From an optimization exercise on the open Yosys and OpenROAD flow, aimed at small area, a short achievable clock period and few clock cycles per item; shortcuts taken in it are not production practice. Function was checked by simulation only, so behaviour that the tests miss may differ from the original. No activity file was given, so power comes from the tool's default toggle rates.

`design.v`:
```
package abump_pkg;
  localparam int ARENA_MAX_BYTES = 1048576;
  localparam int FUNC_W      = 3;
  localparam int OFF_W       = 21;
  localparam int ADDR_W      = 32;
  localparam int ALIGN_LOG_W = 4;
  localparam int ALIGN_W     = 15;
  localparam int STATUS_W    = 2;
  localparam int KIND_W      = 3;
  localparam logic [OFF_W-1:0] ARENA_MAX = OFF_W'(ARENA_MAX_BYTES);
  localparam logic [FUNC_W-1:0] FN_ALLOC     = 3'd0;
  localparam logic [FUNC_W-1:0] FN_ALLOC_NZ  = 3'd1;
  localparam logic [FUNC_W-1:0] FN_FREE      = 3'd2;
  localparam logic [FUNC_W-1:0] FN_FREE_ALL  = 3'd3;
  localparam logic [FUNC_W-1:0] FN_RESIZE    = 3'd4;
  localparam logic [FUNC_W-1:0] FN_RESIZE_NZ = 3'd5;
  localparam logic [FUNC_W-1:0] FN_SNAPSHOT  = 3'd6;
  localparam logic [FUNC_W-1:0] FN_RESTORE   = 3'd7;
  localparam logic [STATUS_W-1:0] ST_OK      = 2'd0;
  localparam logic [STATUS_W-1:0] ST_NO_MEM  = 2'd1;
  localparam logic [STATUS_W-1:0] ST_BAD_OLD = 2'd2;
  localparam logic [STATUS_W-1:0] ST_NO_FREE = 2'd3;
  localparam logic [KIND_W-1:0] K_BUMP    = 3'd0;
  localparam logic [KIND_W-1:0] K_FREE    = 3'd1;
  localparam logic [KIND_W-1:0] K_CLEAR   = 3'd2;
  localparam logic [KIND_W-1:0] K_SNAP    = 3'd3;
  localparam logic [KIND_W-1:0] K_LOAD    = 3'd4;
  localparam logic [KIND_W-1:0] K_RESIZE  = 3'd5;
  localparam logic [KIND_W-1:0] K_BAD_OLD = 3'd6;
  typedef struct packed {
    logic [KIND_W-1:0]  kind;
    logic               zeroed;
    logic [OFF_W-1:0]   size;
    logic [ALIGN_W-1:0] align_mask;
    logic [OFF_W-1:0]   old_off;
    logic [OFF_W-1:0]   old_len;
    logic               old_aligned;
    logic [OFF_W-1:0]   snap_cur;
    logic [OFF_W-1:0]   snap_prev;
  } abump_req_t;
  typedef struct packed {
    logic [STATUS_W-1:0] status;
    logic [ADDR_W-1:0]   addr;
    logic [OFF_W-1:0]    copy_len;
    logic [OFF_W-1:0]    clr_off;
    logic [OFF_W-1:0]    clr_len;
    logic [OFF_W-1:0]    cur_off;
    logic [OFF_W-1:0]    prev_off;
  } abump_rsp_t;
  typedef struct packed {
    logic empty;
    logic full;
  } abump_qstat_t;
  function automatic [OFF_W-1:0] usable_len(input [OFF_W-1:0] arena_len);
    usable_len = (arena_len < ARENA_MAX) ? arena_len : ARENA_MAX;
  endfunction
endpackage
module abump_front (
  input  logic [abump_pkg::ADDR_W-1:0]      base_address,
  input  logic [abump_pkg::OFF_W-1:0]       usable,
  input  abump_pkg::abump_qstat_t           qstat,
  input  logic                              in_valid,
  output logic                              in_ready,
  input  logic [abump_pkg::FUNC_W-1:0]      in_func,
  input  logic [abump_pkg::OFF_W-1:0]       in_request_size,
  input  logic [abump_pkg::ALIGN_LOG_W-1:0] in_align_log2,
  input  logic [abump_pkg::ADDR_W-1:0]      in_old_address,
  input  logic [abump_pkg::OFF_W-1:0]       in_old_length,
  input  logic [abump_pkg::OFF_W-1:0]       in_snap_current,
  input  logic [abump_pkg::OFF_W-1:0]       in_snap_previous,
  output logic                              push,
  output abump_pkg::abump_req_t             req
);
  logic [abump_pkg::ALIGN_W:0]   align_one;
  logic [abump_pkg::ALIGN_W-1:0] align_mask;
  logic [abump_pkg::ADDR_W:0]    limit;
  logic [abump_pkg::ADDR_W-1:0]  old_diff;
  logic                          old_below;
  logic                          old_above;
  logic                          no_old;
  assign in_ready = !qstat.full;
  assign push     = in_valid && in_ready;
  assign align_one  = (abump_pkg::ALIGN_W+1)'(1) << in_align_log2;
  assign align_mask = abump_pkg::ALIGN_W'(align_one - (abump_pkg::ALIGN_W+1)'(1));
  assign limit     = {1'b0, base_address} + (abump_pkg::ADDR_W+1)'(usable);
  assign old_below = in_old_address < base_address;
  assign old_above = {1'b0, in_old_address} >= limit;
  assign old_diff  = in_old_address - base_address;
  assign no_old    = (in_old_address == '0) || (in_old_length == '0);
  always_comb begin
    req             = '0;
    req.zeroed      = (in_func == abump_pkg::FN_ALLOC) || (in_func == abump_pkg::FN_RESIZE);
    req.size        = in_request_size;
    req.align_mask  = align_mask;
    req.old_off     = old_diff[abump_pkg::OFF_W-1:0];
    req.old_len     = in_old_length;
    req.old_aligned = (in_old_address[abump_pkg::ALIGN_W-1:0] & align_mask) == '0;
    req.snap_cur    = in_snap_current;
    req.snap_prev   = in_snap_previous;
    unique case (in_func)
      abump_pkg::FN_ALLOC,
      abump_pkg::FN_ALLOC_NZ:  req.kind = abump_pkg::K_BUMP;
      abump_pkg::FN_FREE:      req.kind = abump_pkg::K_FREE;
      abump_pkg::FN_FREE_ALL:  req.kind = abump_pkg::K_CLEAR;
      abump_pkg::FN_RESIZE,
      abump_pkg::FN_RESIZE_NZ: begin
        if (no_old) begin
          req.kind = abump_pkg::K_BUMP;
        end else if (old_below || old_above) begin
          req.kind = abump_pkg::K_BAD_OLD;
        end else begin
          req.kind = abump_pkg::K_RESIZE;
        end
      end
      abump_pkg::FN_SNAPSHOT:  req.kind = abump_pkg::K_SNAP;
      abump_pkg::FN_RESTORE:   req.kind = abump_pkg::K_LOAD;
      default:                 req.kind = abump_pkg::K_SNAP;
    endcase
  end
endmodule
module abump_queue (
  input  logic                  clk,
  input  logic                  rst_n,
  input  logic                  push,
  input  abump_pkg::abump_req_t push_data,
  input  logic                  pop,
  output abump_pkg::abump_req_t pop_data,
  output abump_pkg::abump_qstat_t qstat
);
  localparam int REQ_W = abump_pkg::KIND_W + 5*abump_pkg::OFF_W + abump_pkg::ALIGN_W + 2;
  logic [REQ_W-1:0] entry_r [2];
  logic       wr_ptr_r, wr_ptr_nxt;
  logic       rd_ptr_r, rd_ptr_nxt;
  logic [1:0] count_r, count_nxt;
  assign qstat.empty = (count_r == 2'd0);
  assign qstat.full  = (count_r == 2'd2);
  assign pop_data    = entry_r[rd_ptr_r];
  always_comb begin
    wr_ptr_nxt = push ? !wr_ptr_r : wr_ptr_r;
    rd_ptr_nxt = pop ? !rd_ptr_r : rd_ptr_r;
    count_nxt  = count_r + {1'b0, push} - {1'b0, pop};
  end
  always_ff @(posedge clk) begin
    if (!rst_n) begin
      wr_ptr_r <= 1'b0;
      rd_ptr_r <= 1'b0;
      count_r  <= 2'd0;
    end else begin
      wr_ptr_r <= wr_ptr_nxt;
      rd_ptr_r <= rd_ptr_nxt;
      count_r  <= count_nxt;
    end
  end
  always_ff @(posedge clk) begin
    if (push) begin
      entry_r[wr_ptr_r] <= push_data;
    end
  end
endmodule
module abump_back (
  input  logic                         clk,
  input  logic                         rst_n,
  input  logic [abump_pkg::ADDR_W-1:0] base_address,
  input  logic [abump_pkg::OFF_W-1:0]  usable,
  input  abump_pkg::abump_qstat_t      qstat,
  input  abump_pkg::abump_req_t        req,
  output logic                         pop,
  input  logic                         out_ready,
  output logic                         out_valid,
  output abump_pkg::abump_rsp_t        rsp
);
  localparam int OW = abump_pkg::OFF_W;
  localparam int AW = abump_pkg::ALIGN_W;
  logic [OW-1:0] top_r, top_nxt;
  logic [OW-1:0] last_r, last_nxt;
  logic          out_valid_r, out_valid_nxt;
  abump_pkg::abump_rsp_t rsp_r, rsp_nxt;
  logic [AW-1:0] low_sum;
  logic [AW-1:0] pad;
  logic [OW:0]   bump_off;
  logic [OW+1:0] bump_end;
  logic          bump_fit;
  logic [abump_pkg::ADDR_W-1:0] bump_addr;
  logic          in_place;
  logic [OW:0]   ip_top;
  logic          ip_fit;
  logic          grows;
  assign pop       = !qstat.empty && (!out_valid_r || out_ready);
  assign out_valid = out_valid_r;
  assign rsp       = rsp_r;
  assign low_sum   = base_address[AW-1:0] + top_r[AW-1:0];
  assign pad       = (~low_sum + AW'(1)) & req.align_mask;
  assign bump_off  = {1'b0, top_r} + (OW+1)'(pad);
  assign bump_end  = {1'b0, bump_off} + (OW+2)'(req.size);
  assign bump_fit  = bump_end <= (OW+2)'(usable);
  assign bump_addr = base_address + abump_pkg::ADDR_W'(bump_off);
  assign in_place  = (req.old_off == last_r) && req.old_aligned;
  assign ip_top    = {1'b0, last_r} + {1'b0, req.size};
  assign ip_fit    = ip_top <= (OW+1)'(usable);
  assign grows     = req.old_len < req.size;
  always_comb begin
    rsp_nxt  = '0;
    top_nxt  = top_r;
    last_nxt = last_r;
    unique case (req.kind)
      abump_pkg::K_BUMP: begin
        if (bump_fit) begin
          rsp_nxt.addr = bump_addr;
          last_nxt     = bump_off[OW-1:0];
          top_nxt      = bump_end[OW-1:0];
          if (req.zeroed) begin
            rsp_nxt.clr_off = bump_off[OW-1:0];
            rsp_nxt.clr_len = req.size;
          end
        end else begin
          rsp_nxt.status = abump_pkg::ST_NO_MEM;
        end
      end
      abump_pkg::K_FREE:    rsp_nxt.status = abump_pkg::ST_NO_FREE;
      abump_pkg::K_CLEAR: begin
        top_nxt  = '0;
        last_nxt = '0;
      end
      abump_pkg::K_SNAP:    rsp_nxt.status = abump_pkg::ST_OK;
      abump_pkg::K_LOAD: begin
        top_nxt  = req.snap_cur;
        last_nxt = req.snap_prev;
      end
      abump_pkg::K_BAD_OLD: rsp_nxt.status = abump_pkg::ST_BAD_OLD;
      abump_pkg::K_RESIZE: begin
        if (in_place) begin
          if (ip_fit) begin
            top_nxt      = ip_top[OW-1:0];
            rsp_nxt.addr = base_address + abump_pkg::ADDR_W'(last_r);
            if (grows && req.zeroed) begin
              rsp_nxt.clr_off = last_r + req.old_len;
              rsp_nxt.clr_len = req.size - req.old_len;
            end
          end else begin
            rsp_nxt.status = abump_pkg::ST_NO_MEM;
          end
        end else if (bump_fit) begin
          rsp_nxt.addr     = bump_addr;
          rsp_nxt.copy_len = grows ? req.old_len : req.size;
          last_nxt         = bump_off[OW-1:0];
          top_nxt          = bump_end[OW-1:0];
          if (req.zeroed) begin
            rsp_nxt.clr_off = bump_off[OW-1:0];
            rsp_nxt.clr_len = req.size;
          end
        end else begin
          rsp_nxt.status = abump_pkg::ST_NO_MEM;
        end
      end
      default:              rsp_nxt.status = abump_pkg::ST_OK;
    endcase
    rsp_nxt.cur_off  = top_nxt;
    rsp_nxt.prev_off = last_nxt;
  end
  always_comb begin
    if (pop) begin
      out_valid_nxt = 1'b1;
    end else if (out_ready) begin
      out_valid_nxt = 1'b0;
    end else begin
      out_valid_nxt = out_valid_r;
    end
  end
  always_ff @(posedge clk) begin
    if (!rst_n) begin
      top_r       <= '0;
      last_r      <= '0;
      out_valid_r <= 1'b0;
    end else begin
      out_valid_r <= out_valid_nxt;
      if (pop) begin
        top_r  <= top_nxt;
        last_r <= last_nxt;
      end
    end
  end
  always_ff @(posedge clk) begin
    if (pop) begin
      rsp_r <= rsp_nxt;
    end
  end
endmodule
module arena_bump_allocator_core (
  input  logic                              clk,
  input  logic                              rst_n,
  input  logic                              cfg_valid,
  output logic                              cfg_ready,
  input  logic                              cfg_index,
  input  logic [abump_pkg::ADDR_W-1:0]      cfg_data,
  input  logic                              in_valid,
  output logic                              in_ready,
  input  logic [abump_pkg::FUNC_W-1:0]      in_func,
  input  logic [abump_pkg::OFF_W-1:0]       in_request_size,
  input  logic [abump_pkg::ALIGN_LOG_W-1:0] in_align_log2,
  input  logic [abump_pkg::ADDR_W-1:0]      in_old_address,
  input  logic [abump_pkg::OFF_W-1:0]       in_old_length,
  input  logic [abump_pkg::OFF_W-1:0]       in_snap_current,
  input  logic [abump_pkg::OFF_W-1:0]       in_snap_previous,
  output logic                              out_valid,
  input  logic                              out_ready,
  output logic [abump_pkg::STATUS_W-1:0]    out_status,
  output logic [abump_pkg::ADDR_W-1:0]      out_result_address,
  output logic [abump_pkg::OFF_W-1:0]       out_copy_length,
  output logic [abump_pkg::OFF_W-1:0]       out_clear_offset,
  output logic [abump_pkg::OFF_W-1:0]       out_clear_length,
  output logic [abump_pkg::OFF_W-1:0]       out_current_offset,
  output logic [abump_pkg::OFF_W-1:0]       out_previous_offset
);
  localparam logic CFG_BASE   = 1'b0;
  localparam logic CFG_LENGTH = 1'b1;
  logic [abump_pkg::ADDR_W-1:0] base_address_r;
  logic [abump_pkg::OFF_W-1:0]  arena_length_r;
  logic [abump_pkg::OFF_W-1:0]  usable;
  abump_pkg::abump_req_t   front_req;
  abump_pkg::abump_req_t   back_req;
  abump_pkg::abump_rsp_t   rsp;
  abump_pkg::abump_qstat_t qstat;
  logic                    push;
  logic                    pop;
  assign cfg_ready = 1'b1;
  assign usable    = abump_pkg::usable_len(arena_length_r);
  always_ff @(posedge clk) begin
    if (!rst_n) begin
      base_address_r <= '0;
      arena_length_r <= '0;
    end else if (cfg_valid && cfg_ready) begin
      unique case (cfg_index)
        CFG_BASE:   base_address_r <= cfg_data;
        CFG_LENGTH: arena_length_r <= cfg_data[abump_pkg::OFF_W-1:0];
        default:    base_address_r <= base_address_r;
      endcase
    end
  end
  abump_front u_front (
    .base_address     (base_address_r),
    .usable           (usable),
    .qstat            (qstat),
    .in_valid         (in_valid),
    .in_ready         (in_ready),
    .in_func          (in_func),
    .in_request_size  (in_request_size),
    .in_align_log2    (in_align_log2),
    .in_old_address   (in_old_address),
    .in_old_length    (in_old_length),
    .in_snap_current  (in_snap_current),
    .in_snap_previous (in_snap_previous),
    .push             (push),
    .req              (front_req)
  );
  abump_queue u_queue (
    .clk       (clk),
    .rst_n     (rst_n),
    .push      (push),
    .push_data (front_req),
    .pop       (pop),
    .pop_data  (back_req),
    .qstat     (qstat)
  );
  abump_back u_back (
    .clk          (clk),
    .rst_n        (rst_n),
    .base_address (base_address_r),
    .usable       (usable),
    .qstat        (qstat),
    .req          (back_req),
    .pop          (pop),
    .out_ready    (out_ready),
    .out_valid    (out_valid),
    .rsp          (rsp)
  );
  assign out_status          = rsp.status;
  assign out_result_address  = rsp.addr;
  assign out_copy_length     = rsp.copy_len;
  assign out_clear_offset    = rsp.clr_off;
  assign out_clear_length    = rsp.clr_len;
  assign out_current_offset  = rsp.cur_off;
  assign out_previous_offset = rsp.prev_off;
endmodule
```
`run.sh`:
```
#!/bin/bash
# synth_recipe.tcl (not shown) runs the flow's synth.tcl, then flattens the netlist and writes it again
# the make line also repeats each setting of config.mk as NAME=value (left out here)
make -C /OpenROAD-flow-scripts/flow DESIGN_CONFIG=/design/flow/config.mk WORK_HOME=/design/flow/orfs CLKGATE_MAP_FILE= SYNTH_SCRIPT=/design/flow/synth_recipe.tcl finish
```
`config.mk`:
```
export PLATFORM = sky130hd
export DESIGN_NAME = arena_bump_allocator_core
export DESIGN_NICKNAME = arena_bump_allocator_core
export VERILOG_FILES = /design/flow/design.v
export SDC_FILE = /design/flow/constraint.sdc
export NUM_CORES = 4
export LEC_CHECK = 0
export CAP_MARGIN = 20
export CORE_MARGIN = 2
export CORE_UTILIZATION = 40
export SLEW_MARGIN = 20
```
`constraint.sdc`:
```
create_clock -name core_clock -period 9.0 [get_ports {clk}]
set_input_delay 1.8000 -clock core_clock [delete_from_list [all_inputs] [get_ports {clk}]]
set_output_delay 1.8000 -clock core_clock [all_outputs]
set_load 0.01 [all_outputs]
```
==> qor.yml <==
placement:
  gp_congestion: 0.9984
  place_area_um2: 38310
  io_buffers: 301
  post-place-cells: 4808
  dp_hpwl_um: 97400
die:
  core-area_um2: 81720
  initial_core_util_pct: 40.26
  io_pins: 303
  die_h_um: 290.8
  dieWidth_um: 290.8
  placementRows: 105
  die-area_um2: 84560
sta:
  fin_hold_ws_ps: 454.2
  period_share_pct: 94.65
  slew_violations: 0
  fin_crit_ps: 8519
  fin_skew_ps: 24.63
  finalHoldViolCount: 0
  setup_violations: 0
  relSlewSlack_pct: 26.90
  fmax_mhz: 117.4
  worst_pin_slew_ps: 1097
logic_synthesis:
  synth_area_leader_cell: "edfxtp_1"
  synth_nets: 3823
  synth_seq_area_share_pct: 41.65
  synth.distinct_cells: 93
  ys_top_cells_by_count: "edfxtp_1 (389), nand2_1 (319), ha_1 (285)"
  synth_simple_gate_area_share_pct: 13.26
  synth_enable_flop_cells: 389
  ys_warn_count: 4
  muxShareOfSynthArea_pct: 4.560
  ys_seq_elements: 490
  async_reset_ff_share_pct: 0
  synth.most_common_cell: "edfxtp_1"
  synth_flop_cell: "edfxtp_1"
  avgSynthCellArea_um2: 9.772
  synth_adder_area_share_pct: 11.45
  synth_top_area_share_pct: 35.50
  syn_area_um2: 32900
  synth_xor_area_share_pct: 5.590
  synth_area_leaders: "edfxtp_1 (36%), ha_1 (11%), dfxtp_1 (6.1%)"
  synth_top_family_by_area: "compound AO/OA/AOI/OAI gates"
  synth_compound_gate_area_share_pct: 19.89
  synthCells: 3367
clock_tree:
  cts_root_buf: "clkbuf_16"
  clk_pin_slew_ps: 60
  cts.sinks: 490
  tritoncts: "done"
  clockBufferDepth: 3
  h-tree-depth: 2
  numCtsBuffers: 54
  clock_latency_ps: 630
power:
  switching_share_pct: 47.20
  p_switching_mw: 8.174
  pwr-share-comb_pct: 66.1
  total_power_mw: 17.32
  clockPowerShare_pct: 13.3
  powerDensity_nw_per_um2: 427.9
  max-vdd-ir-drop_v: 0.0003055
  p_int_mw: 9.143
  sequentialPowerShare_pct: 20.6
  leakagePower_nw: 16.02
routing:
  wire_per_inst_um: 25.29
  drt_iter0_drc: 2776
  drt-total-wl_um: 124400
  via_per_inst: 5.829
  ant_nets: 0
  drc: 0
  dr.pass1.iters: 6
  via_count: 28680
worst_setup_path:
  crit_arrival_ps: 8880
  crit_cells: 41
  cp_common_cell: "ha_1"
  cp_num_buf_inv: 6
  slowest_delay_ps: 390
  slowest_stage: "fa_2"
  path_max_fanout: 21
  cp_top_family: "compound AO/OA/AOI/OAI gates"
  ff2ff_path_depth: 41
  worstPathRequired_ps: 9360
  reg2reg_slack_ps: 480
  crit_type: "reg -> reg"
  end_kind: "flop"
  cp-start-kind: "flop"
cells_and_area:
  layout-drive-gt1-share_pct: 10.36
  stdcell_count: 4920
  nNetsFinal: 4262
  synthToLayoutAreaGrowth_pct: 23.01
  antenna_cells: 0
  final_area_um2: 40470
grt:
  grt_pass1_vias: 26490
  grt_pass1_wl_um: 178000
  track_usage_pct: 28.38
  grt_max_degree: 70
  grt_overflow: 0
  antenna_found_initial: 6
job:
  maxCapViolations: 0
min_path:
  min_path_type: "reg -> reg"
  holdPathStages: 2
run_status:
  status: "complete, no violations"
==> placed cells by master (no fill, tap or decap), types with 52 or more instances in the layout <==
master	instances
xnor2_1	133
clkbuf_16	55
inv_1	161
mux2i_1	118
nand2_1	318
dfxtp_1	100
clkdlybuf4s50_1	301
a21o_1	97
nor2_1	250
ha_1	283
o21ai_0	195
a211oi_1	57
a21oi_1	268
nand3_1	65
xor2_1	76
nand4_1	52
edfxtp_1	389
nor3_1	54
buf_4	188
==> logic make-up after synthesis <==
| logic type | Yosys count |
|---|---|
| flip-flops | 490 |
| AO/OA/AOI/OAI | 1003 |
| other | 1 |
| buffers and inverters | 287 |
| adder cells (fa/ha/maj) | 295 |
| AND/OR/NAND/NOR | 935 |
| multiplexers | 146 |
| XOR/XNOR | 210 |
==> through the flow <==
| step | utilization [%] | TNS (ps) | setup WS (ps) |
|---|---|---|---|
| 5_1_grt | 49.53 | -177.5 | -44.06 |
| 4_1_cts | 49.13 | 0 | 38.09 |
| 3_5_place_dp | 46.89 | -7992 | -162.7 |
| 2_1_floorplan | - | 0 | 606.1 |
| 6_report | 49.53 | 0 | 481.4 |
| 3_3_place_gp | 46.89 | -81.47 | -31.54 |
==> power by group through the flow <==
stage | logic (mW) | clock network, mW | registers [mW]
6_report | 11.5 | 2.30 | 3.57
5_1_grt | 12.2 | 2.41 | 3.60
4_1_cts | 10.9 | 2.33 | 3.57
3_5_place_dp | 10.8 | 0 | 3.60
3_3_place_gp | 10.9 | 0 | 3.61
2_1_floorplan | 6.20 | 0 | 3.63
==> tightest hold or removal path: cells and delay by family (launching register included) <==
kind | cells | cell delay [ps]
and+or+nand+nor | 1 | 50
DFF | 1 | 310
AOI/OAI and AO/OA | 1 | 50
==> worst paths after layout <==
| kind | end | from |
|---|---|---|
| setup / recovery | u_back.rsp_r[34]$_DFFE_PP_ | base_address_r[0]$_SDFFE_PN0P_ |
| hold / removal | arena_length_r[0]$_SDFFE_PN0P_ | arena_length_r[0]$_SDFFE_PN0P_ |
| setup reg to reg | u_back.rsp_r[34]$_DFFE_PP_ | base_address_r[0]$_SDFFE_PN0P_ |
| hold reg to reg | arena_length_r[0]$_SDFFE_PN0P_ | arena_length_r[0]$_SDFFE_PN0P_ |
==> layer usage <==
| metal | vias to the layer above | GRT usage [%] | part of all wire [%] |
|---|---|---|---|
| met5 | - | 0 | 0.028 |
| met4 | 6 | 8.909 | 3.5 |
| met3 | 216 | 4.642 | 7.8 |
| met2 | 1217 | 45.02 | 45 |
| met1 | 13720 | 39.58 | 44 |
| li1 | 13530 | - | - |
==> what timing repair did <==
item / 4_1_cts / 5_1_grt
endpoints found under the setup margin: 154 / 180
gates cloned: 0 / 1
buffers inserted: 0 / 11
resized for setup: 5 / 45
pin swaps: 0 / 18
hold buffers: 0 / 0
==> flip-flops by register name (all words and copies together) (netlist names), named ones only <==
signal              cells
arena_length_r         21
base_address_r         32
u_back.last_r          21
u_back.out_valid_r      1
u_back.rsp_r          139
u_back.top_r           21
u_queue.count_r         2
u_queue.entry_r       250
u_queue.rd_ptr_r        1
u_queue.wr_ptr_r        1
==> final cells by class <==
class                   instances  area, um^2
clock buffers                  65        1423
inverters                     164       620.6
multi-input cells            2590       18240
fillers                      7619       41240
well taps                    1070        1339
clock inverters                35       392.9
repair buffers                506        4747
flip-flops and latches        490       13710
Testbench counts, summed over its fixed seeds: cycles 91,408, items 80,000.

## re-timing with driven ports
No port has a modelled driver above. Below, the same layout with a new extraction and two added sets of constraints. Step 1, drivers: a clkbuf_16 drives clk and a buf_2 each remaining input, both assumed. Step 2 also shifts input and output timing later by t, the mid clock arrival at the registers, as if the neighbouring blocks saw the same clock. Slacks: ideal / step 1 / step 2; pairs: ideal / step 1.
shift t [ns]: 0.690
setup slack, ns: 0.481 / 0.481 / 0.481
worst setup path at the end: register to register
slew at the worst register clock pin (ns): 0.07 / 0.07
worst slew at a driven data input, ns: 0.09
After both steps this run still meets setup and hold. The setup slack of this run moves by 0.000 ns with the drivers and by 0.000 ns with both steps.
